Source: an optimization exercise on an open RTL-to-GDS flow (aim: small area, a short achievable clock period and few clock cycles per item). Production flows keep margins and buffers that such runs may drop.
Where RTL was checked, it was by simulation tests only, not by an equivalence proof against the original.
Power and IR drop assume default switching activity.

## tap_tempo_averager_core
module tap_tempo_averager_core #(
    parameter int COUNT_WIDTH = 16,
    parameter int TIME_WIDTH  = 32,
    parameter int FRAC_BITS   = 8
) (
    input  logic                               aclk,
    input  logic                               aresetn,
    input  logic                               s_tvalid,
    output logic                               s_tready,
    input  logic [((TIME_WIDTH+7)/8)*8-1:0]    s_tdata,
    input  logic                               s_tuser,
    output logic                               m_tvalid,
    input  logic                               m_tready,
    output logic [47:0]                        m_tdata,
    output logic [2:0]                         m_tuser,
    input  logic                               cfg_we,
    input  logic [7:0]                         cfg_wdata
);
For scale: ~340 flip-flops, about 99 I/O pins.
Settings: LEC_CHECK=0, CAP_MARGIN=20, CORE_MARGIN=2, CORE_UTILIZATION=40, SLEW_MARGIN=20, TNS_END_PERCENT=0; clock period 10.0 ns.
standard.sh (not shown) runs the stock make flow with config.mk's settings and CLKGATE_MAP_FILE= SYNTH_SCRIPT=/design/flow/synth_recipe.tcl, a recipe that flattens the netlist after the stock synthesis.
==> flow/flow/run.sh <==
#!/bin/bash
set -euo pipefail
bash standard.sh SETUP_SLACK_MARGIN=6.5 finish > standard_flow.log 2>&1
Testbench counts at the start, summed over its fixed seeds: cycles 38,642, items 3,200.
Edit:
--- a/flow/design.v
+++ b/flow/design.v
@@ -20,15 +20,14 @@
     input  logic [7:0]                         cfg_wdata
 );
     localparam int K      = 2;                        
     localparam int TSTEPS = ((16 + K - 1) / K) * K;   
     localparam int ASTEPS = ((22 + K - 1) / K) * K;   
     localparam int TCYC   = TSTEPS / K;
     localparam int ACYC   = ASTEPS / K;
-    localparam int TSW    = ASTEPS - 1;               
     localparam logic [31:0] TNUM = 32'd15360000;      
     logic [7:0]  ceil_r;
     logic [31:0] prev;
     logic [15:0] count;
     logic [35:0] s15;
     localparam logic [2:0] A_IDLE = 3'd0;
     localparam logic [2:0] A_GAP  = 3'd1;
@@ -192,15 +191,15 @@
     localparam logic [1:0] B_FIN  = 2'd2;
     logic [1:0]  b_st;
     logic [ACYC-1:0] bth;      
     logic [15:0] rb;
     logic [17:0] n3;           
     logic        nsat;
     logic [K-1:0] ud;          
-    logic [TSW-1:0] ts;        
+    logic [15:0] ts;           
     logic [3:0]  r30;          
     logic [1:0]  r90;          
     logic [2:0]  r40;          
     logic [1:0]  r3;           
     logic        gt30, lt30, gt90, lt90, gt40, lt40, gt120, lt120;
     logic        q30lo, cat, caw;
     logic        mv;
@@ -248,15 +247,14 @@
     logic [3:0]  r30_n;
     logic [1:0]  r90_n, r3_n;
     logic [2:0]  r40_n;
     logic        gt30_n, lt30_n, gt90_n, lt90_n, gt40_n, lt40_n, gt120_n, lt120_n;
     logic        q30lo_n, cat_n, caw_n, u0_n;
     logic [11:0] at_n;
     logic [7:0]  aw_n;
-    logic [TSW-1:0] ts_n;
     logic [ACYC-2:0] mth;
     assign mth = bth[ACYC-1:1];
     function automatic logic m_ge(input logic [ACYC-2:0] th, input int v);
         if (v <= 0)            m_ge = 1'b1;
         else if (v >= ACYC)    m_ge = 1'b0;
         else                   m_ge = th[v-1];
     endfunction
@@ -282,16 +280,27 @@
         gt40_n = gt40; lt40_n = lt40; gt120_n = gt120; lt120_n = lt120;
         q30lo_n = q30lo; cat_n = cat; caw_n = caw; u0_n = 1'b0;
         at_n = at; aw_n = aw;
         u = 1'b0; q30 = 1'b0; q90 = 1'b0; q40 = 1'b0; q3 = 1'b0; t1 = 1'b0; t3 = 1'b0;
         x30 = '0; x90 = '0; x3 = '0; x40 = '0;
         for (int j = 0; j < K; j++) begin
             u  = ud[K-1-j];
-            t1 = ts[TSW-1-j];        
-            t3 = ts[TSW-3-j];        
+            if (mth[2]) begin                        
+                t1 = ts[14-j];
+                t3 = ts[12-j];
+            end else if (mth[1]) begin               
+                t1 = (j == 1) ? ts[15] : 1'b0;
+                t3 = ts[14-j];
+            end else if (mth[0]) begin               
+                t1 = 1'b0;
+                t3 = (j == 1) ? ts[15] : 1'b0;
+            end else begin                           
+                t1 = 1'b0;
+                t3 = 1'b0;
+            end
             if (p_eq(mth, j, 0)) u0_n = u;
             if (p_eq(mth, j, 9)) caw_n = ({1'b0, r30_n} + 5'd7 + {4'd0, u}) >= 5'd15;
             if (p_eq(mth, j, 8)) cat_n = ({1'b0, r3_n} + 3'd1 + {2'd0, u}) >= 3'd3;
             if (p_ge(mth, j, 9)) begin
                 x3   = {r3_n, u};
                 q3   = x3 >= 3'd3;
                 r3_n = q3 ? 2'(x3 - 3'd3) : x3[1:0];
@@ -313,15 +322,14 @@
                 x40   = {r40_n, u};
                 q40   = x40 >= 4'd5;
                 r40_n = q40 ? 3'(x40 - 4'd5) : x40[2:0];
                 if (!gt40_n && !lt40_n)   begin gt40_n  = q40 & ~t3; lt40_n  = ~q40 & t3; end
                 if (!gt120_n && !lt120_n) begin gt120_n = q30 & ~t3; lt120_n = ~q30 & t3; end
             end
         end
-        ts_n = ts << K;
     end
     logic c, rlo, rhi, wlo, whi, restart;
     logic [2:0] st_res;
     assign c       = (rb != 16'd0);
     assign rlo     = lt30_n;
     assign wlo     = lt40_n;
     assign rhi     = gt120_n || (!lt120_n && (c || q30lo_n || (r30_n != 4'd0) || u0_n));
@@ -350,27 +358,27 @@
             endcase
         end
     end
     always_ff @(posedge aclk) begin
         if (b_ld_any) begin
             rb    <= 16'(s15_acc >> (ASTEPS - 2));
             bbits <= s15_acc[ASTEPS-3 -: K];
-            ts    <= TSW'(ta);
+            ts    <= ta;
             bth   <= '0;
             r30   <= '0;  r90 <= '0;  r40 <= '0;  r3 <= '0;
             gt30  <= 1'b0; lt30 <= 1'b0; gt90 <= 1'b0; lt90 <= 1'b0;
             gt40  <= 1'b0; lt40 <= 1'b0; gt120 <= 1'b0; lt120 <= 1'b0;
             q30lo <= 1'b0; cat <= 1'b0; caw <= 1'b0;
         end else if (b_st == B_DIV && b_adv) begin
             rb    <= rb_nx;
             ud    <= bq;
             bbits <= asel;
             bth   <= {bth[ACYC-2:0], 1'b1};
             if (bth[0]) begin
-                ts    <= ts_n;
+                if (mth[2]) ts <= ts << K;
                 r30   <= r30_n;  r90 <= r90_n;  r40 <= r40_n;  r3 <= r3_n;
                 gt30  <= gt30_n; lt30 <= lt30_n; gt90 <= gt90_n; lt90 <= lt90_n;
                 gt40  <= gt40_n; lt40 <= lt40_n; gt120 <= gt120_n; lt120 <= lt120_n;
                 q30lo <= q30lo_n; cat <= cat_n; caw <= caw_n;
             end
         end
     end
What happened:
- sequential power hardly moves
- final area is about the same
- setup slack is worse by 0.070 ns
- final cell count rises by 0.42%
- routed wire length rises by about 1.4%
- non-clock buffer count falls by 5
- die area rises by 0.53%
- clock skew rises by 0.0047 ns
- via count stays flat
Function not checked in the second run of this note: the RTL went through the layout flow alone.

-- re-timing with driven ports --
How much do the figures lean on ideal ports? The routed layouts below were timed once more, with nothing changed but the port constraints. Step 1 sets driving cells, clkbuf_16 on the clock port and buf_2 on the other inputs (assumed; they add their load-dependent delay and slew). Step 2 times the ports against the registers' clock, not the clock port: input delays grow and output delays shrink by t, the midpoint of the rising clock arrivals with the driver on. Three values: ideal, step 1, step 2; two values: the first two.
run | t, ns | setup WS [ns] | hold slack, ns | latest minus earliest clock arrival (ns) | cell pins on the clock port's net
the first run | 0.635 | 6.374 / 6.356 / 6.134 | 0.453 / 0.453 / 0.453 | 0.025 / 0.025 | 1
the second run | 0.639 | 6.304 / 6.285 / 6.270 | 0.450 / 0.450 / 0.450 | 0.030 / 0.030 | 1
After both steps setup and hold are still met in every run listed. The setup slack of the first run, which loses most, moves by -0.018 ns with the drivers and by -0.240 ns with both steps.
